This design comes from an exercise in tuning for small area, a short achievable clock period and few clock cycles per item on the open sky130 flow, not from production work.
Function was not checked in any run shown here: the RTL went through the layout flow alone.
No activity file was given, so power comes from the tool's default toggle rates.

`design/flow/design.v`:
```
package tlbfl_pkg;
  localparam int unsigned DEF_ENTRIES = 16;
  localparam int unsigned PID_W       = 16;
  localparam int unsigned PAGE_W      = 20;
  localparam int unsigned FRAME_W     = 20;
  localparam int unsigned CAP_W       = 5;
  localparam int unsigned CFG_ADDR_W  = 3;
  localparam int unsigned CFG_DATA_W  = 32;
  localparam logic MODE_FIFO  = 1'b0;
  localparam logic MODE_LRU   = 1'b1;
  localparam logic REQ_LOOKUP = 1'b0;
  localparam logic REQ_ADD    = 1'b1;
  localparam logic REG_MODE   = 1'b0;
  localparam logic REG_CAP    = 1'b1;
  typedef struct packed {
    logic [PID_W-1:0]   pid;
    logic [PAGE_W-1:0]  page;
    logic [FRAME_W-1:0] frame;
  } entry_t;
  typedef struct packed {
    logic              cmp_en;
    logic              upd_en;
    logic              mode;
    logic              dec_en;
    logic              evict;
    logic              promote;
    logic              append;
    logic [PID_W-1:0]  key_pid;
    logic [PAGE_W-1:0] key_page;
    entry_t            new_ent;
  } cell_ctrl_t;
  typedef struct packed {
    logic               found;
    logic [FRAME_W-1:0] frame;
  } hit_chain_t;
  typedef struct packed {
    logic              found;
    logic [PAGE_W-1:0] page;
  } vic_chain_t;
endpackage
module tlbfl_regs (
  input  logic                              clk,
  input  logic                              rst_n,
  input  logic                              cfg_psel,
  input  logic                              cfg_penable,
  input  logic                              cfg_pwrite,
  input  logic [tlbfl_pkg::CFG_ADDR_W-1:0]  cfg_paddr,
  input  logic [tlbfl_pkg::CFG_DATA_W-1:0]  cfg_pwdata,
  output logic [tlbfl_pkg::CFG_DATA_W-1:0]  cfg_prdata,
  output logic                              cfg_pready,
  output logic                              mode,
  output logic [tlbfl_pkg::CAP_W-1:0]       capacity
);
  logic             mode_r;
  logic [tlbfl_pkg::CAP_W-1:0] cap_r;
  logic             wr_en;
  logic             reg_idx;
  assign cfg_pready = 1'b1;
  assign wr_en      = cfg_psel && cfg_penable && cfg_pwrite && cfg_pready;
  assign reg_idx    = cfg_paddr[2];
  always_ff @(posedge clk) begin
    if (!rst_n) begin
      mode_r <= tlbfl_pkg::MODE_FIFO;
      cap_r  <= '0;
    end else if (wr_en) begin
      unique case (reg_idx)
        tlbfl_pkg::REG_MODE: mode_r <= cfg_pwdata[0];
        tlbfl_pkg::REG_CAP:  cap_r  <= cfg_pwdata[tlbfl_pkg::CAP_W-1:0];
        default: ;
      endcase
    end
  end
  always_comb begin
    cfg_prdata = '0;
    unique case (reg_idx)
      tlbfl_pkg::REG_MODE: cfg_prdata[0]       = mode_r;
      tlbfl_pkg::REG_CAP:  cfg_prdata[tlbfl_pkg::CAP_W-1:0] = cap_r;
      default: ;
    endcase
  end
  assign mode     = mode_r;
  assign capacity = cap_r;
endmodule
module tlbfl_cell (
  input  logic                         clk,
  input  logic                         wr_en,
  input  logic [tlbfl_pkg::PID_W-1:0]   wr_pid,
  input  logic [tlbfl_pkg::PAGE_W-1:0]  wr_page,
  input  logic [tlbfl_pkg::FRAME_W-1:0] wr_frame,
  input  logic [tlbfl_pkg::PID_W-1:0]   key_pid,
  input  logic [tlbfl_pkg::PAGE_W-1:0]  key_page,
  output logic                         eq,
  output logic [tlbfl_pkg::PAGE_W-1:0]  page,
  output logic [tlbfl_pkg::FRAME_W-1:0] frame
);
  logic [tlbfl_pkg::PID_W-1:0] pid_r;
  logic [tlbfl_pkg::PAGE_W-1:0] page_r;
  logic [tlbfl_pkg::FRAME_W-1:0] frame_r;
  always_ff @(posedge clk) begin
    if (wr_en) begin
      pid_r   <= wr_pid;
      page_r  <= wr_page;
      frame_r <= wr_frame;
    end
  end
  assign eq    = (pid_r == key_pid) && (page_r == key_page);
  assign page  = page_r;
  assign frame = frame_r;
endmodule
module tlb_fifo_lru_replacement_unit #(
  parameter int unsigned ENTRIES = tlbfl_pkg::DEF_ENTRIES
) (
  input  logic                              clk,
  input  logic                              rst_n,
  input  logic                              in_valid,
  output logic                              in_ready,
  input  logic                              in_req_type,
  input  logic [tlbfl_pkg::PID_W-1:0]       in_proc_id,
  input  logic [tlbfl_pkg::PAGE_W-1:0]      in_page_num,
  input  logic [tlbfl_pkg::FRAME_W-1:0]     in_frame_in,
  output logic                              out_valid,
  input  logic                              out_ready,
  output logic                              out_hit,
  output logic [tlbfl_pkg::FRAME_W-1:0]     out_frame_out,
  output logic                              out_evicted,
  output logic [tlbfl_pkg::PAGE_W-1:0]      out_evicted_page,
  input  logic                              cfg_psel,
  input  logic                              cfg_penable,
  input  logic                              cfg_pwrite,
  input  logic [tlbfl_pkg::CFG_ADDR_W-1:0]  cfg_paddr,
  input  logic [tlbfl_pkg::CFG_DATA_W-1:0]  cfg_pwdata,
  output logic [tlbfl_pkg::CFG_DATA_W-1:0]  cfg_prdata,
  output logic                              cfg_pready
);
  localparam int unsigned N  = 16;
  localparam int unsigned PW = tlbfl_pkg::PID_W;
  localparam int unsigned GW = tlbfl_pkg::PAGE_W;
  localparam int unsigned FW = tlbfl_pkg::FRAME_W;
  logic                        mode;
  logic [tlbfl_pkg::CAP_W-1:0] capacity;
  tlbfl_regs u_regs (
    .clk         (clk),
    .rst_n       (rst_n),
    .cfg_psel    (cfg_psel),
    .cfg_penable (cfg_penable),
    .cfg_pwrite  (cfg_pwrite),
    .cfg_paddr   (cfg_paddr),
    .cfg_pwdata  (cfg_pwdata),
    .cfg_prdata  (cfg_prdata),
    .cfg_pready  (cfg_pready),
    .mode        (mode),
    .capacity    (capacity)
  );
  logic          req_v, req_t;
  logic [PW-1:0] req_pid;
  logic [GW-1:0] req_page;
  logic [FW-1:0] req_frame;
  logic          out_valid_r;
  logic          fire;
  assign fire     = req_v && (!out_valid_r || out_ready);
  assign in_ready = !req_v || fire;
  always_ff @(posedge clk) begin
    if (!rst_n) req_v <= 1'b0;
    else if (in_ready) req_v <= in_valid;
  end
  always_ff @(posedge clk) begin
    if (in_ready) begin
      req_t     <= in_req_type;
      req_pid   <= in_proc_id;
      req_page  <= in_page_num;
      req_frame <= in_frame_in;
    end
  end
  logic [N-1:0]         valid_q, eq, match, wr;
  logic [N-1:0][GW-1:0] page_s;
  logic [N-1:0][FW-1:0] frame_s;
  for (genvar i = 0; i < N; i++) begin : g_slot
    tlbfl_cell u_cell (
      .clk      (clk),
      .wr_en    (wr[i]),
      .wr_pid   (req_pid),
      .wr_page  (req_page),
      .wr_frame (req_frame),
      .key_pid  (req_pid),
      .key_page (req_page),
      .eq       (eq[i]),
      .page     (page_s[i]),
      .frame    (frame_s[i])
    );
  end
  assign match = valid_q & eq;
  logic [N-1:0][N-1:0] old_q, rec_q;    
  logic [N-1:0][N-1:0] ins_bef, below;   
  for (genvar a = 0; a < N; a++) begin : g_ra
    for (genvar b = 0; b < N; b++) begin : g_rb
      if (a < b) begin : g_lt
        assign ins_bef[a][b] = old_q[a][b];
        assign below[a][b]  = !rec_q[a][b];
      end else if (a > b) begin : g_gt
        assign ins_bef[a][b] = !old_q[b][a];
        assign below[a][b]  = rec_q[b][a];
      end else begin : g_eq
        assign ins_bef[a][b] = 1'b0;
        assign below[a][b]  = 1'b0;
      end
    end
  end
  logic [N-1:0] first, fifo_vic, lru_vic, vic, free_s, ins, top;
  for (genvar i = 0; i < N; i++) begin : g_sel
    logic [N-1:0] older_match, not_after, not_above;
    for (genvar j = 0; j < N; j++) begin : g_j
      if (j == i) begin : g_self
        assign older_match[j] = 1'b0;
        assign not_after[j]   = 1'b1;
        assign not_above[j]   = 1'b1;
      end else begin : g_other
        assign older_match[j] = match[j] && ins_bef[j][i];
        assign not_after[j]   = !valid_q[j] || ins_bef[i][j];
        assign not_above[j]   = !valid_q[j] || below[i][j];
      end
    end
    assign first[i]    = match[i] && !(|older_match);
    assign fifo_vic[i] = valid_q[i] && (&not_after);
    assign lru_vic[i]  = valid_q[i] && (&not_above);
    if (i == 0) begin : g_f0
      assign free_s[i] = !valid_q[0];
    end else begin : g_fi
      assign free_s[i] = !valid_q[i] && (&valid_q[i-1:0]);
    end
  end
  assign vic = (mode == tlbfl_pkg::MODE_LRU) ? lru_vic : fifo_vic;
  logic [4:0] cnt_q;
  logic       en, full, is_add, hit, do_app, promote;
  logic       res_hit, res_ev;
  logic [FW-1:0] res_frame;
  logic [GW-1:0] res_epage;
  assign en      = (capacity != '0);
  assign full    = (cnt_q >= capacity) || cnt_q[4];
  assign is_add  = (req_t == tlbfl_pkg::REQ_ADD);
  assign hit     = |match;
  assign ins     = full ? vic : free_s;
  assign do_app  = fire && en && is_add;
  assign wr      = do_app ? ins : '0;
  assign promote = fire && en && !is_add && (mode == tlbfl_pkg::MODE_LRU);
  assign top     = wr | (promote ? first : '0);
  assign res_hit = en && !is_add && hit;
  assign res_ev  = en && is_add && full;
  always_comb begin
    res_frame = '0;
    res_epage = '0;
    for (int i = 0; i < N; i++) begin
      res_frame = res_frame | (frame_s[i] & {FW{first[i]}});
      res_epage = res_epage | (page_s[i] & {GW{vic[i]}});
    end
    if (!(en && !is_add)) res_frame = '0;
    if (!res_ev) res_epage = '0;
  end
  always_ff @(posedge clk) begin
    if (!rst_n) begin
      valid_q <= '0;
      cnt_q   <= '0;
    end else begin
      valid_q <= valid_q | wr;
      if (do_app && !full) cnt_q <= cnt_q + 5'd1;
    end
  end
  for (genvar a = 0; a < N; a++) begin : g_wa
    for (genvar b = a + 1; b < N; b++) begin : g_wb
      always_ff @(posedge clk) begin
        if (wr[a])      old_q[a][b] <= 1'b0;
        else if (wr[b]) old_q[a][b] <= 1'b1;
        if (top[a])      rec_q[a][b] <= 1'b1;
        else if (top[b]) rec_q[a][b] <= 1'b0;
      end
    end
  end
  logic          out_hit_r, out_ev_r;
  logic [FW-1:0] out_frame_r;
  logic [GW-1:0] out_epage_r;
  always_ff @(posedge clk) begin
    if (!rst_n) out_valid_r <= 1'b0;
    else        out_valid_r <= fire || (out_valid_r && !out_ready);
  end
  always_ff @(posedge clk) begin
    if (fire) begin
      out_hit_r   <= res_hit;
      out_frame_r <= res_frame;
      out_ev_r    <= res_ev;
      out_epage_r <= res_epage;
    end
  end
  assign out_valid        = out_valid_r;
  assign out_hit          = out_hit_r;
  assign out_frame_out    = out_frame_r;
  assign out_evicted      = out_ev_r;
  assign out_evicted_page = out_epage_r;
endmodule
```
`design/flow/run.sh`:
```
#!/bin/bash
# synth_recipe.tcl (not shown) runs the flow's synth.tcl, then flattens the netlist and writes it again
# the make line also repeats each setting of config.mk as NAME=value (left out here)
make -C /OpenROAD-flow-scripts/flow DESIGN_CONFIG=/design/flow/config.mk WORK_HOME=/design/flow/orfs CLKGATE_MAP_FILE= SYNTH_SCRIPT=/design/flow/synth_recipe.tcl finish
```
`design/flow/config.mk`:
```
export PLATFORM = sky130hd
export DESIGN_NAME = tlb_fifo_lru_replacement_unit
export DESIGN_NICKNAME = tlb_fifo_lru_replacement_unit
export VERILOG_FILES = /design/flow/design.v
export SDC_FILE = /design/flow/constraint.sdc
export NUM_CORES = 4
export LEC_CHECK = 0
export CAP_MARGIN = 20
export CORE_MARGIN = 2
export CORE_UTILIZATION = 40
export SLEW_MARGIN = 20
```
`design/flow/constraint.sdc`:
```
create_clock -name core_clock -period 7.5 [get_ports {clk}]
set_input_delay 1.5000 -clock core_clock [delete_from_list [all_inputs] [get_ports {clk}]]
set_output_delay 1.5000 -clock core_clock [all_outputs]
set_load 0.01 [all_outputs]
```
==> results.yml, run 1 <==
finish:
  final_cell_mix: "edfxtp_1 (995), xnor2_1 (463), nand2_1 (297)"
  final_common_cell: "edfxtp_1"
  design_area_um2: 63330
  areaGrowthSynthToFinish_pct: 15.08
  drive_gt1_frac: 0.1144
  nFillCells: 12200
  nNetsFinal: 4512
worst_setup_path:
  start_kind: "register"
  arrival_ns: 5.96
  crit_family: "compound AO/OA/AOI/OAI gates"
  crit_buf_inv: 1
  path_class: "reg -> reg"
  crit_required_ns: 8.00
  crit_fanout: 16
  end_kind: "register"
  path_cells: "xnor2_1, o2111ai_1, nor4_2, nand2_1, o221ai_1, nor4_4, buf_4, a221oi_1, a31oi_1"
  crit_slowest_cell: "xnor2_1"
  slowest_delay_ns: 0.98
power_and_ir_drop:
  p_leak_nw: 20.56
  vdd_ir_drop_max_uv: 159.3
  power_density_nw_per_um2: 239.1
cts:
  post_cts_buffers: 0
  hold_buffers: 0
  numCtsBuffers: 138
  cts.sinks: 1264
  cts_tree: "built"
  clockBufferDepth: 3
  clk_latency_ns: 0.81
  cts_resized: 0
  root_buffer: "clkbuf_16"
  cts_max_level: 4
  clkTransAtPathRegs_ns: 0.06
routing:
  drtIter0Drc: 6673
  dr.pass1.iters: 8
  wirelength_mm: 224.7
  antenna_left: 0
  vias: 40670
  drc_errors: 0
  viasPerCell: 6.434
  wire_per_inst_um: 35.55
synthesis:
  ys_ff_latch: 1264
  synth_seq_area_share: 0.6408
  synth_ff_type: "edfxtp_1"
  synth_area_um2: 55030
  yosysWarnings: 3
  synth-async-reset-ratio: 0
  synth_cells: 4228
  synth_area_per_cell_um2: 13.02
  synth-edff-count: 995
  synth.distinct_cells: 93
placement:
  gp_congestion: 1.063
  dp_hpwl_mm: 148.8
  post_dp_cell_area_um2: 58680
  port_buffers: 118
timing:
  rsz0062_at_grt: "no"
  maxSlewHeadroom: 0.1813
  setup_viol: 0
  finalSetupTns_ns: 0
  hold_viol: 0
  finalClockSkew_ns: 0.03573
  worstMarginPinSlew_ns: 1.228
  layout_min_cycle_time_ns: 5.459
  final.period_utilization: 0.7278
  drv_slew: 0
  max_freq_mhz: 183.2
die:
  dieArea_um2: 140600
  start_util: 0.4017
  fp.dieH_um: 374.9
  ios: 176
  core-area_um2: 137000
  row_count: 136
  fp.dieW_um: 374.9
global_routing:
  grt_pass1_wl_mm: 308.3
  grt_pass1_vias: 38000
  antenna_found_initial: 14
  grt_max_degree: 70
  grt.overflow.total: 0
  grt_use_total: 0.3138
flow_run:
  maxCapViolCount: 0
run_status:
  status: "no timing/DRC/antenna violations"
hold_path:
  holdCritPathClass: "reg -> reg"
cell usage after synthesis (32+ instances only):
master | n | area [um^2]
a21o_1 | 48 | 360.4
a21oi_1 | 41 | 205.2
a221oi_1 | 169 | 1480
a22o_1 | 131 | 1147
a22oi_1 | 121 | 908.4
a31oi_1 | 41 | 256.5
and3_1 | 47 | 294.0
buf_2 | 77 | 385.4
buf_4 | 63 | 473.0
buf_6 | 35 | 394.1
clkbuf_1 | 107 | 401.6
dfxtp_1 | 269 | 5385
edfxtp_1 | 995 | 29880
inv_1 | 97 | 364.1
nand2_1 | 298 | 1119
nand2b_1 | 40 | 250.2
nand3_1 | 82 | 410.4
nand4_1 | 199 | 1245
nor2_1 | 257 | 964.7
nor3_1 | 37 | 185.2
o2111ai_1 | 32 | 280.3
o21ai_0 | 58 | 290.3
o22ai_1 | 96 | 600.6
xnor2_1 | 464 | 4064
xor2_1 | 43 | 376.6
tightest hold or removal path: stages, from the launching register on:
cell and delay [ns]:
dfxtp_1 0.32, nand2_1 0.06, nand2_1 0.04
sequential cells by signal, summed over array words and instances (netlist names), 5 cells and up:
register,cells
below,120
g_slot.u_cell.pid_r,256
cnt_q,5
req_pid,16
g_slot.u_cell.frame_r,320
ins_bef,120
u_regs.cap_r,5
out_epage_r,20
req_frame,20
g_slot.u_cell.page_r,320
valid_q,16
out_frame_r,20
req_page,20
final timing paths:
path | start | to | slack (ns) | depth (start not counted)
max | req_page[16]$_DFFE_PP_ | out_frame_r[8]$_SDFFCE_PN0P_ | 2.04 | 9
min | below[245]$_SDFFE_PP1P_ | below[245]$_SDFFE_PP1P_ | 0.46 | 2
max reg2reg | req_page[16]$_DFFE_PP_ | out_frame_r[8]$_SDFFCE_PN0P_ | 2.04 | 9
min reg2reg | below[245]$_SDFFE_PP1P_ | below[245]$_SDFFE_PP1P_ | 0.46 | 2
layer usage:
metal	GRT usage	share of wire	vias up	wire length (um)
met2	0.4479	0.42	3016	93770
met1	0.4309	0.40	20410	89700
li1	-	-	16570	-
met5	0.003774	0.00071	-	160
met3	0.1013	0.13	664	29160
met4	0.1475	0.053	16	11900
where the power goes:
group          switching [W]  internal [W]
Sequential          0.000101       0.00760
Combinational       0.000351      0.000202
Clock                0.00296       0.00393
Total                0.00341        0.0117
layout make-up:
class	instances	area (um^2)	share of cell area
Inverter	105	405.4	0.006401
Sequential cell	1264	35260	0.5568
Antenna cell	6	15.01	0.0002371
Multi-Input combinational cell	2586	18070	0.2854
Clock inverter	71	799.5	0.01262
Tap cell	1794	2245	0.03544
Timing Repair Buffer	312	2730	0.04311
Clock buffer	183	3795	0.05992
cell families after synthesis:
kind of cell    after synthesis  share of synthesized area
simple gates               1130                     0.1085
other cells                   2                  0.0001365
flops                      1264                     0.6408
buf+inv                     404                    0.03845
mux                           6                   0.001114
fa+ha+maj                     6                   0.001364
xor+xnor                    509                    0.08129
compound gates              907                     0.1284
stage by stage:
| step | setup WS [ns] | utilization | power, W | hold slack (ns) | std cells |
|---|---|---|---|---|---|
| 2_1_floorplan | 2.568 | - | 0.008131 | 0.4225 | 4254 |
| 3_3_place_gp | 2.163 | 0.4283 | 0.008374 | 0.4330 | 6058 |
| 4_1_cts | 2.194 | 0.4619 | 0.01521 | 0.4567 | 6312 |
| 3_5_place_dp | 2.224 | 0.4284 | 0.008382 | 0.4477 | 6058 |
| 5_1_grt | 1.954 | 0.4622 | 0.01552 | 0.4726 | 6315 |
| 6_report | 2.041 | 0.4623 | 0.01514 | 0.4576 | 6321 |
==> inputs of run 2 (changes only) <==
--- a/design/flow/design.v
+++ b/design/flow/design.v
@@ -155,16 +155,23 @@
   logic [PW-1:0] req_pid;
   logic [GW-1:0] req_page;
   logic [FW-1:0] req_frame;
-  logic          out_valid_r;
-  logic          fire;
-  assign fire     = req_v && (!out_valid_r || out_ready);
-  assign in_ready = !req_v || fire;
+  logic          out_valid_r, tail_v;
+  logic          fire, req_ld, req_ld_nxt, in_ready_q;
+  assign fire     = req_v && !tail_v;
+  assign in_ready = in_ready_q;
   always_ff @(posedge clk) begin
-    if (!rst_n) req_v <= 1'b0;
-    else if (in_ready) req_v <= in_valid;
+    if (!rst_n) begin
+      req_v      <= 1'b0;
+      req_ld     <= 1'b1;
+      in_ready_q <= 1'b1;
+    end else begin
+      if (req_ld) req_v <= in_valid;
+      req_ld     <= req_ld_nxt;
+      in_ready_q <= req_ld_nxt;
+    end
   end
   always_ff @(posedge clk) begin
-    if (in_ready) begin
+    if (req_ld) begin
       req_t     <= in_req_type;
       req_pid   <= in_proc_id;
       req_page  <= in_page_num;
@@ -181,14 +188,20 @@
       .wr_pid   (req_pid),
       .wr_page  (req_page),
       .wr_frame (req_frame),
-      .key_pid  (req_pid),
-      .key_page (req_page),
+      .key_pid  (in_proc_id),
+      .key_page (in_page_num),
       .eq       (eq[i]),
       .page     (page_s[i]),
       .frame    (frame_s[i])
     );
   end
-  assign match = valid_q & eq;
+  logic same_key;
+  logic [N-1:0] match_q;
+  assign same_key = (in_proc_id == req_pid) && (in_page_num == req_page);
+  always_ff @(posedge clk) begin
+    if (req_ld) match_q <= (valid_q & eq & ~wr) | (wr & {N{same_key}});
+  end
+  assign match = match_q;
   logic [N-1:0][N-1:0] old_q, rec_q;    
   logic [N-1:0][N-1:0] ins_bef, below;   
   for (genvar a = 0; a < N; a++) begin : g_ra
@@ -274,19 +287,35 @@
       end
     end
   end
-  logic          out_hit_r, out_ev_r;
-  logic [FW-1:0] out_frame_r;
-  logic [GW-1:0] out_epage_r;
-  always_ff @(posedge clk) begin
-    if (!rst_n) out_valid_r <= 1'b0;
-    else        out_valid_r <= fire || (out_valid_r && !out_ready);
+  logic          out_hit_r, out_ev_r, tail_hit, tail_ev, head_ld;
+  logic [FW-1:0] out_frame_r, tail_frame;
+  logic [GW-1:0] out_epage_r, tail_epage;
+  logic          req_v_nxt, tail_v_nxt;
+  assign head_ld    = !out_valid_r || out_ready;
+  assign req_v_nxt  = req_ld ? in_valid : req_v;
+  assign tail_v_nxt = tail_v ? !head_ld : (fire && !head_ld);
+  assign req_ld_nxt = !req_v_nxt || !tail_v_nxt;
+  always_ff @(posedge clk) begin
+    if (!rst_n) begin
+      out_valid_r <= 1'b0;
+      tail_v      <= 1'b0;
+    end else begin
+      if (head_ld) out_valid_r <= tail_v || fire;
+      tail_v <= tail_v_nxt;
+    end
   end
   always_ff @(posedge clk) begin
-    if (fire) begin
-      out_hit_r   <= res_hit;
-      out_frame_r <= res_frame;
-      out_ev_r    <= res_ev;
-      out_epage_r <= res_epage;
+    if (head_ld && (tail_v || fire)) begin
+      out_hit_r   <= tail_v ? tail_hit   : res_hit;
+      out_frame_r <= tail_v ? tail_frame : res_frame;
+      out_ev_r    <= tail_v ? tail_ev    : res_ev;
+      out_epage_r <= tail_v ? tail_epage : res_epage;
+    end
+    if (!tail_v) begin
+      tail_hit   <= res_hit;
+      tail_frame <= res_frame;
+      tail_ev    <= res_ev;
+      tail_epage <= res_epage;
     end
   end
   assign out_valid        = out_valid_r;
--- a/design/flow/config.mk
+++ b/design/flow/config.mk
@@ -8,4 +8,5 @@
 export CAP_MARGIN = 20
 export CORE_MARGIN = 2
 export CORE_UTILIZATION = 40
+export SETUP_SLACK_MARGIN = 4.0
 export SLEW_MARGIN = 20
==> run 2 against run 1 <==
Against the previous run:
- still clean on timing, DRC and antenna
- clock skew up 0.021 ns
- register-to-register slack improved by 1.9 ns
- global-route usage rose by 3.7 points
- combinational power grew 36%
- cell count is 7.8% higher
- worst setup slack better by 1.9 ns
- synthesized cell count is 5.4% higher
- core utilization up 1.8 points
- via count up 11%
- critical path depth shrank 2
- flip-flop and latch count rose by 60
==> results.yml, run 2 <==
run_status:
  status: "no timing/DRC/antenna violations"
routing:
  wirelength_mm: 266.2
  antenna_left: 0
  viasPerCell: 6.595
  drtIter0Drc: 7258
  dr.pass1.iters: 8
  wl_met1_mm: 100.9
  dr_wl_met2_mm: 108.0
  drc_errors: 0
  dr_wl_met3_mm: 38.60
  wire_per_inst_um: 39.07
  route.top_layer_used: "met5"
  vias: 44940
timing:
  finalSetupTns_ns: 0
  layout_min_cycle_time_ns: 3.602
  rsz0062_at_grt: "yes"
  drv_slew: 0
  max_freq_mhz: 277.6
  finalClockSkew_ns: 0.05679
  setup_viol: 0
  maxSlewHeadroom: 0.2063
  worstMarginPinSlew_ns: 1.182
  hold_viol: 0
  final.period_utilization: 0.4803
finish:
  reg_top3: "g_slot.u_cell.frame_r (320), g_slot.u_cell.page_r (320), g_slot.u_cell.pid_r (256)"
  drive_gt1_frac: 0.1669
  final_common_cell: "edfxtp_1"
  design_area_um2: 69830
  areaGrowthSynthToFinish_pct: 19.46
  final_cell_mix: "edfxtp_1 (1011), xnor2_1 (425), dfxtp_1 (296)"
  nNetsFinal: 4874
die:
  dieArea_um2: 149200
  row_count: 140
  core-area_um2: 145400
  ios: 176
  fp.dieW_um: 386.3
  start_util: 0.4021
  fp.dieH_um: 386.3
cts:
  cts_max_level: 4
  root_buffer: "clkbuf_16"
  clockBufferDepth: 3
  hold_buffers: 0
  numCtsBuffers: 143
  clkTransAtPathRegs_ns: 0.06
  cts.sinks: 1324
  clk_latency_ns: 0.84
  cts_tree: "built"
synthesis:
  synth-edff-count: 1011
  synth_largest_area_cell: "edfxtp_1"
  yosysWarnings: 3
  synth_seq_area_share: 0.6265
  synth_area_per_cell_um2: 13.12
  synth_common_cells: "edfxtp_1 (1011), xnor2_1 (445), dfxtp_1 (313)"
  yosys.cell_count.top_type: "edfxtp_1"
  synth-async-reset-ratio: 0
  netlist.area_leader.share: 0.5193
  synth_cells: 4457
  synth_ff_type: "edfxtp_1"
  synth_area_um2: 58460
  ys_ff_latch: 1324
  synth.distinct_cells: 86
  ys_top_cells_by_area: "edfxtp_1 (52%), dfxtp_1 (11%), xnor2_1 (6.7%)"
global_routing:
  grt.overflow.total: 0
  grt_pass1_vias: 42400
  grt_use_total: 0.3504
  antenna_found_initial: 13
  grt_max_degree: 48
  grt_pass1_wl_mm: 357.7
worst_setup_path:
  arrival_ns: 4.27
  end_kind: "register"
  start_kind: "input pin"
  path_class: "in -> reg"
  crit_fanout: 10
  crit_required_ns: 8.17
placement:
  port_buffers: 118
  dp_hpwl_mm: 166.3
  post_dp_cell_area_um2: 62610
  gp_congestion: 1.028
power_and_ir_drop:
  p_leak_nw: 23.84
  power_density_nw_per_um2: 226.2
  vdd_ir_drop_max_uv: 251.8
hold_path:
  holdCritPathClass: "reg -> reg"
flow_run:
  maxCapViolCount: 0
## run 2: changes by cell type after synthesis, sizes merged, moves of 84 or more
cell     previous run  this run
a221oi            169        37
nor2              259        39
o22ai              96         3
o2111ai            32       176
nand2b             40       227
o211ai              8       262
a22o              131        47
xor2               43       161
## run 2: final timing paths
kind | from | endpoint | slack [ns] | depth (start not counted)
max | in_proc_id[0] | match_q[6]$_DFFE_PP_ | 3.90 | 7
min reg2reg | tail_frame[2]$_DFF_P_ | tail_frame[2]$_DFF_P_ | 0.44 | 2
max reg2reg | valid_q[13]$_SDFF_PN0_ | out_epage_r[13]$_DFFE_PP_ | 3.90 | 10
min | tail_frame[2]$_DFF_P_ | tail_frame[2]$_DFF_P_ | 0.44 | 2
## run 2: cells by family after synthesis
logic type	synth area share
xor+xnor	0.09079
fa+ha+maj	0.001284
compound gates	0.1439
simple gates	0.09313
mux	0.006764
other cells	0.0001285
buf+inv	0.03748
flops	0.6265
## run 2: layout make-up
type,instances,area [um^2]
Clock inverter,74,754.5
Timing Repair inverter,7,58.81
Tap cell,1917,2399
Sequential cell,1324,36680
Multi-Input combinational cell,2710,20880
Clock buffer,191,3880
Inverter,130,674.4
Timing Repair Buffer,453,4487
Antenna cell,9,22.52
Fill cell,12840,75560
## run 2: routing by layer
layer,GRT usage,up-vias
li1,-,17700
met2,0.4883,3749
met3,0.1348,892
met4,0.1958,14
met5,0,-
met1,0.4645,22590
## run 2: what timing repair did
item,4_1_cts,5_1_grt
buffers inserted,66,37
pin swaps,22,31
hold endpoints to repair,0,0
gates cloned,11,4
endpoints found under the setup margin,1186,464
resized for setup,331,80
## run 2: metrics by stage
step	hold WS [ns]	setup slack, ns	util	power, W	instances
after global routing	0.4820	3.885	0.4802	0.01611	6806
after floorplan	0.4117	4.019	-	0.008449	4483
after detailed placement	0.4281	2.332	0.4306	0.008805	6423
final	0.4420	3.898	0.4803	0.01580	6815
after CTS	0.4433	3.969	0.4752	0.01577	6765
after global placement	0.4312	2.122	0.4305	0.008805	6422
## run 2: worst max-delay path, stage by stage
cell             delay [ns]
clkdlybuf4s15_2        0.45
xnor2_1                0.31
nand4_1                0.52
nor4_2                 0.36
nand4_1                0.31
or4_4                  0.65
mux2i_1                0.15
## run 2: power by group
| group | internal, W | leakage [nW] | switching (W) |
|---|---|---|---|
| registers | 0.00792 | 11.8 | 0.0000702 |
| logic | 0.000247 | 9.78 | 0.000502 |
| clock network | 0.00388 | 2.26 | 0.00318 |
==> inputs of run 3 (changes only) <==
--- a/design/flow/design.v
+++ b/design/flow/design.v
@@ -155,30 +155,23 @@
   logic [PW-1:0] req_pid;
   logic [GW-1:0] req_page;
   logic [FW-1:0] req_frame;
-  logic          out_valid_r, tail_v;
-  logic          fire, req_ld, req_ld_nxt, in_ready_q;
-  assign fire     = req_v && !tail_v;
-  assign in_ready = in_ready_q;
+  logic          out_valid_r;
+  logic          fire;
+  assign fire     = req_v && (!out_valid_r || out_ready);
+  assign in_ready = !req_v || fire;
   always_ff @(posedge clk) begin
-    if (!rst_n) begin
-      req_v      <= 1'b0;
-      req_ld     <= 1'b1;
-      in_ready_q <= 1'b1;
-    end else begin
-      if (req_ld) req_v <= in_valid;
-      req_ld     <= req_ld_nxt;
-      in_ready_q <= req_ld_nxt;
-    end
+    if (!rst_n) req_v <= 1'b0;
+    else if (in_ready) req_v <= in_valid;
   end
   always_ff @(posedge clk) begin
-    if (req_ld) begin
+    if (in_ready) begin
       req_t     <= in_req_type;
       req_pid   <= in_proc_id;
       req_page  <= in_page_num;
       req_frame <= in_frame_in;
     end
   end
-  logic [N-1:0]         valid_q, eq, match, wr;
+  logic [N-1:0]         valid_q, eq, wr, wr_v;
   logic [N-1:0][GW-1:0] page_s;
   logic [N-1:0][FW-1:0] frame_s;
   for (genvar i = 0; i < N; i++) begin : g_slot
@@ -195,77 +188,98 @@
       .frame    (frame_s[i])
     );
   end
-  logic same_key;
-  logic [N-1:0] match_q;
-  assign same_key = (in_proc_id == req_pid) && (in_page_num == req_page);
-  always_ff @(posedge clk) begin
-    if (req_ld) match_q <= (valid_q & eq & ~wr) | (wr & {N{same_key}});
-  end
-  assign match = match_q;
   logic [N-1:0][N-1:0] old_q, rec_q;    
-  logic [N-1:0][N-1:0] ins_bef, below;   
+  logic [N-1:0][N-1:0] ins_bef, below;  
   for (genvar a = 0; a < N; a++) begin : g_ra
     for (genvar b = 0; b < N; b++) begin : g_rb
       if (a < b) begin : g_lt
         assign ins_bef[a][b] = old_q[a][b];
-        assign below[a][b]  = !rec_q[a][b];
+        assign below[a][b]   = !rec_q[a][b];
       end else if (a > b) begin : g_gt
         assign ins_bef[a][b] = !old_q[b][a];
-        assign below[a][b]  = rec_q[b][a];
+        assign below[a][b]   = rec_q[b][a];
       end else begin : g_eq
         assign ins_bef[a][b] = 1'b0;
-        assign below[a][b]  = 1'b0;
+        assign below[a][b]   = 1'b0;
       end
     end
   end
-  logic [N-1:0] first, fifo_vic, lru_vic, vic, free_s, ins, top;
-  for (genvar i = 0; i < N; i++) begin : g_sel
-    logic [N-1:0] older_match, not_after, not_above;
+  logic         same_key, m_any, hit_n;
+  logic [N-1:0] m_raw, first_raw, first_n, first_q;
+  logic         hit_q;
+  assign same_key = (in_proc_id == req_pid) && (in_page_num == req_page);
+  assign m_raw    = valid_q & eq & ~wr_v;
+  assign m_any    = |m_raw;
+  for (genvar i = 0; i < N; i++) begin : g_first
+    logic [N-1:0] older_match;
     for (genvar j = 0; j < N; j++) begin : g_j
       if (j == i) begin : g_self
         assign older_match[j] = 1'b0;
-        assign not_after[j]   = 1'b1;
-        assign not_above[j]   = 1'b1;
       end else begin : g_other
-        assign older_match[j] = match[j] && ins_bef[j][i];
-        assign not_after[j]   = !valid_q[j] || ins_bef[i][j];
-        assign not_above[j]   = !valid_q[j] || below[i][j];
+        assign older_match[j] = m_raw[j] && ins_bef[j][i];
+      end
+    end
+    assign first_raw[i] = m_raw[i] && !(|older_match);
+  end
+  assign first_n = m_any ? first_raw : (wr_v & {N{same_key}});
+  assign hit_n   = m_any || (same_key && (|wr_v));
+  always_ff @(posedge clk) begin
+    if (in_ready) begin
+      first_q <= first_n;
+      hit_q   <= hit_n;
+    end
+  end
+  logic [N-1:0] fifo_vic_q, lru_vic_q, fifo_rest, lru_rest, fifo_2nd, lru_2nd;
+  logic [N-1:0] vic, free_s, ins, top;
+  logic         empty;
+  assign fifo_rest = valid_q & ~fifo_vic_q;
+  assign lru_rest  = valid_q & ~lru_vic_q;
+  assign empty     = !(|valid_q);
+  for (genvar i = 0; i < N; i++) begin : g_sel
+    logic [N-1:0] not_after, not_above;
+    for (genvar j = 0; j < N; j++) begin : g_j
+      if (j == i) begin : g_self
+        assign not_after[j] = 1'b1;
+        assign not_above[j] = 1'b1;
+      end else begin : g_other
+        assign not_after[j] = !fifo_rest[j] || ins_bef[i][j];
+        assign not_above[j] = !lru_rest[j] || below[i][j];
       end
     end
-    assign first[i]    = match[i] && !(|older_match);
-    assign fifo_vic[i] = valid_q[i] && (&not_after);
-    assign lru_vic[i]  = valid_q[i] && (&not_above);
+    assign fifo_2nd[i] = fifo_rest[i] && (&not_after);
+    assign lru_2nd[i]  = lru_rest[i] && (&not_above);
     if (i == 0) begin : g_f0
       assign free_s[i] = !valid_q[0];
     end else begin : g_fi
       assign free_s[i] = !valid_q[i] && (&valid_q[i-1:0]);
     end
   end
-  assign vic = (mode == tlbfl_pkg::MODE_LRU) ? lru_vic : fifo_vic;
+  assign vic = (mode == tlbfl_pkg::MODE_LRU) ? lru_vic_q : fifo_vic_q;
   logic [4:0] cnt_q;
-  logic       en, full, is_add, hit, do_app, promote;
+  logic       en, full, is_add, app_v, do_app, promote;
   logic       res_hit, res_ev;
   logic [FW-1:0] res_frame;
   logic [GW-1:0] res_epage;
   assign en      = (capacity != '0);
   assign full    = (cnt_q >= capacity) || cnt_q[4];
   assign is_add  = (req_t == tlbfl_pkg::REQ_ADD);
-  assign hit     = |match;
   assign ins     = full ? vic : free_s;
+  assign app_v   = req_v && en && is_add;
   assign do_app  = fire && en && is_add;
+  assign wr_v    = app_v ? ins : '0;
   assign wr      = do_app ? ins : '0;
   assign promote = fire && en && !is_add && (mode == tlbfl_pkg::MODE_LRU);
-  assign top     = wr | (promote ? first : '0);
-  assign res_hit = en && !is_add && hit;
+  assign top     = wr | (promote ? first_q : '0);
+  assign res_hit = en && !is_add && hit_q;
   assign res_ev  = en && is_add && full;
   always_comb begin
     res_frame = '0;
     res_epage = '0;
     for (int i = 0; i < N; i++) begin
-      res_frame = res_frame | (frame_s[i] & {FW{first[i]}});
+      res_frame = res_frame | (frame_s[i] & {FW{first_q[i]}});
       res_epage = res_epage | (page_s[i] & {GW{vic[i]}});
     end
-    if (!(en && !is_add)) res_frame = '0;
+    if (!res_hit) res_frame = '0;
     if (!res_ev) res_epage = '0;
   end
   always_ff @(posedge clk) begin
@@ -277,6 +291,12 @@
       if (do_app && !full) cnt_q <= cnt_q + 5'd1;
     end
   end
+  always_ff @(posedge clk) begin
+    if (|(wr & fifo_vic_q))     fifo_vic_q <= (|fifo_rest) ? fifo_2nd : wr;
+    else if (empty)             fifo_vic_q <= wr;
+    if (|(top & lru_vic_q))     lru_vic_q  <= (|lru_rest) ? lru_2nd : top;
+    else if (empty)             lru_vic_q  <= top;
+  end
   for (genvar a = 0; a < N; a++) begin : g_wa
     for (genvar b = a + 1; b < N; b++) begin : g_wb
       always_ff @(posedge clk) begin
@@ -287,35 +307,19 @@
       end
     end
   end
-  logic          out_hit_r, out_ev_r, tail_hit, tail_ev, head_ld;
-  logic [FW-1:0] out_frame_r, tail_frame;
-  logic [GW-1:0] out_epage_r, tail_epage;
-  logic          req_v_nxt, tail_v_nxt;
-  assign head_ld    = !out_valid_r || out_ready;
-  assign req_v_nxt  = req_ld ? in_valid : req_v;
-  assign tail_v_nxt = tail_v ? !head_ld : (fire && !head_ld);
-  assign req_ld_nxt = !req_v_nxt || !tail_v_nxt;
-  always_ff @(posedge clk) begin
-    if (!rst_n) begin
-      out_valid_r <= 1'b0;
-      tail_v      <= 1'b0;
-    end else begin
-      if (head_ld) out_valid_r <= tail_v || fire;
-      tail_v <= tail_v_nxt;
-    end
+  logic          out_hit_r, out_ev_r;
+  logic [FW-1:0] out_frame_r;
+  logic [GW-1:0] out_epage_r;
+  always_ff @(posedge clk) begin
+    if (!rst_n) out_valid_r <= 1'b0;
+    else        out_valid_r <= fire || (out_valid_r && !out_ready);
   end
   always_ff @(posedge clk) begin
-    if (head_ld && (tail_v || fire)) begin
-      out_hit_r   <= tail_v ? tail_hit   : res_hit;
-      out_frame_r <= tail_v ? tail_frame : res_frame;
-      out_ev_r    <= tail_v ? tail_ev    : res_ev;
-      out_epage_r <= tail_v ? tail_epage : res_epage;
-    end
-    if (!tail_v) begin
-      tail_hit   <= res_hit;
-      tail_frame <= res_frame;
-      tail_ev    <= res_ev;
-      tail_epage <= res_epage;
+    if (fire) begin
+      out_hit_r   <= res_hit;
+      out_frame_r <= res_frame;
+      out_ev_r    <= res_ev;
+      out_epage_r <= res_epage;
     end
   end
   assign out_valid        = out_valid_r;
==> run 3 against run 2 <==
Against the previous run:
- still clean
- synthesized area is 2.4% lower
- cell area is 0.46% lower
- cell count is 0.15% higher
- sequential power is 3.9% higher
- clock power is 3% higher
- critical path type unchanged
- critical endpoint is now first_q[12]$_DFFE_PP_
- largest power group unchanged
==> results.yml, run 3 <==
run_status:
  status: "no timing/DRC/antenna violations"
global_routing:
  grt_use_total: 0.3304
  grt_pass1_wl_mm: 337.4
  grt_max_degree: 60
  antenna_found_initial: 12
  grt.overflow.total: 0
  grt_pass1_vias: 40960
routing:
  antenna_left: 0
  wire_per_inst_um: 36.09
  vias: 43960
  dr.pass1.iters: 9
  drc_errors: 0
  viasPerCell: 6.442
  wirelength_mm: 246.3
  drtIter0Drc: 7328
synthesis:
  synth-async-reset-ratio: 0
  yosysWarnings: 3
  synth_largest_area_cell: "edfxtp_1"
  synth_area_um2: 57050
  ys_top_cells_by_area: "edfxtp_1 (55%), dfxtp_1 (9.4%), xor2_1 (4.6%)"
  synth_common_cells: "edfxtp_1 (1044), nor2_1 (355), nand2_1 (326)"
  synth_ff_type: "edfxtp_1"
  synth_seq_area_share: 0.6439
  synth_area_per_cell_um2: 12.73
  ys_ff_latch: 1313
  synth_cells: 4481
  netlist.area_leader.share: 0.5495
  yosys.cell_count.top_type: "edfxtp_1"
  synth.distinct_cells: 87
  synth-edff-count: 1044
placement:
  dp_cells: 6420
  post_dp_cell_area_um2: 61330
  dp_hpwl_mm: 155.4
  gp_congestion: 1.044
  place_ws_ns: 1.547
  port_buffers: 118
cts:
  root_buffer: "clkbuf_16"
  cts_tree: "built"
  clkTransAtPathRegs_ns: 0.06
  cts.sinks: 1313
  numCtsBuffers: 142
  clockBufferDepth: 3
  hold_buffers: 0
  cts_max_level: 4
  clk_latency_ns: 0.81
finish:
  nNetsFinal: 4916
  design_area_um2: 69510
  final_common_cell: "edfxtp_1"
  drive_gt1_frac: 0.1794
  final_cell_mix: "edfxtp_1 (1044), nor2_1 (344), nand2_1 (322)"
  areaGrowthSynthToFinish_pct: 21.84
  fin_cells: 6825
  final_util: 0.4910
  reg_top3: "g_slot.u_cell.frame_r (320), g_slot.u_cell.page_r (320), g_slot.u_cell.pid_r (256)"
timing:
  worst_slack_ns: 3.637
  finalClockSkew_ns: 0.07264
  hold_viol: 0
  drv_slew: 0
  max_freq_mhz: 258.8
  worstMarginPinSlew_ns: 1.128
  final.period_utilization: 0.5151
  rsz0062_at_grt: "yes"
  setup_viol: 0
  layout_min_cycle_time_ns: 3.863
  finalSetupTns_ns: 0
  maxSlewHeadroom: 0.2286
power_and_ir_drop:
  vdd_ir_drop_max_uv: 211.1
  power_density_nw_per_um2: 237.8
  p_leak_nw: 24.20
die:
  row_count: 138
  dieArea_um2: 145700
  fp.dieH_um: 381.7
  core-area_um2: 141600
  fp.dieW_um: 381.7
  ios: 176
  start_util: 0.4030
hold_path:
  holdCritPathClass: "reg -> reg"
flow_run:
  maxCapViolCount: 0
worst_setup_path:
  path_class: "in -> reg"
  crit_buf_inv: 3
  slowest_delay_ns: 0.69
  crit_fanout: 5
  crit_family: "simple AND/OR/NAND/NOR gates"
  path_cells: "buf_12, xor2_4, nor4_4, nand4_1, or4_4, buf_12, buf_8, nor3b_2, a2111oi_2, nand4_1, o32ai_2"
  start_kind: "input pin"
  crit_slowest_cell: "or4_4"
  crit_required_ns: 8.02
  arrival_ns: 4.38
  end_kind: "register"
-- run 3: changes by cell type after synthesis, sizes merged, moves of 65 or more --
cell,previous run,this run
a221oi,37,132
inv,125,59
o21a,107,17
nand2,259,327
nand4,191,126
nor3,21,94
xnor2,445,296
o211ai,262,9
nand2b,227,38
o22ai,3,91
o2111ai,176,14
a21o,108,2
nor2,39,357
xor2,161,298
-- run 3: final timing paths --
kind         cells after the start  slack (ns)                          from                 endpoint
max reg2reg                     12        3.87  u_regs.cap_r[4]$_SDFFE_PN0P_     first_q[4]$_DFFE_PP_
min                              2        0.46       below[197]$_SDFFE_PP1P_  below[197]$_SDFFE_PP1P_
min reg2reg                      2        0.46       below[197]$_SDFFE_PP1P_  below[197]$_SDFFE_PP1P_
max                             11        3.64                in_page_num[2]    first_q[12]$_DFFE_PP_
-- run 3: through the flow --
step	power [W]	hold slack, ns
floorplan	0.008806	0.4302
global placement	0.009264	0.4413
detailed placement	0.009271	0.4490
CTS	0.01651	0.4593
global route	0.01690	0.4736
finish	0.01653	0.4620
-- run 3: tightest hold or removal path: cells and delay by family, from the launching register on --
family,cells,cell delay (ns)
flip-flops,1,0.32
AND/OR/NAND/NOR,2,0.10
-- run 3: final cells by class --
| cell class | count | area (um^2) |
|---|---|---|
| Sequential cell | 1313 | 36770 |
| Clock buffer | 171 | 3787 |
| Tap cell | 1890 | 2365 |
| Antenna cell | 3 | 7.507 |
| Multi-Input combinational cell | 2833 | 20600 |
| Timing Repair Buffer | 462 | 4712 |
| Fill cell | 12400 | 72070 |
| Inverter | 59 | 250.2 |
| Clock inverter | 94 | 1016 |
-- run 3: routing by layer --
layer | vias up | GRT usage | wire length, um
met2 | 3502 | 0.4822 | 104700
met4 | 14 | 0.1323 | 12130
met1 | 22160 | 0.4662 | 97010
met5 | - | 0 | 98
li1 | 17630 | - | -
met3 | 653 | 0.08823 | 32390
-- run 3: what timing repair did --
action / in CTS / in global routing
pin swaps: 86 / 39
buffers inserted: 110 / 12
gates resized for setup: 533 / 71
gates cloned: 13 / 2
setup endpoints to repair: 839 / 288
-- run 3: cells by family after synthesis --
logic type | synth area share
AOI/OAI and AO/OA | 0.1108
xor gates and xnor gates | 0.09119
adders and majority gates | 0.001316
buffers and inverters | 0.02853
DFF | 0.6439
muxes | 0.01287
other | 0.0001316
and+or+nand+nor | 0.1113
-- run 3: report_power, final --
part           total (W)  internal, W  switching, W  leakage, nW
clock network    0.00725      0.00416       0.00309         2.35
registers        0.00830      0.00802      0.000280         11.8
logic           0.000978     0.000363      0.000616         10.0

[afterwards: timing with drivers on the ports]
The results above use ideal ports. As a check the final layouts listed here were re-extracted and re-timed, cells and wires unchanged. Step 1: set_driving_cell puts a clkbuf_16 on clk and a buf_2 on each other input, an assumption about the parent block. Step 2 also shifts input and output timing later by t, the mid clock arrival at the registers, as if the neighbouring blocks saw the same clock. Three values: ideal ports, drivers, drivers and shift; two values: the first two.
| run | shift t [ns] | setup slack, ns | worst data-port slew with drivers (ns) |
|---|---|---|---|
| run 1 | 0.869 | 2.041 / 2.041 / 2.041 | 0.08 |
| run 2 | 0.893 | 3.898 / 3.903 / 3.062 | 0.07 |
| run 3 | 0.859 | 3.637 / 3.637 / 2.777 | 0.27 |
After both steps every run listed still meets setup and hold. The setup slack of run 3, which loses most, moves by 0.000 ns with the drivers and by -0.860 ns with both steps.
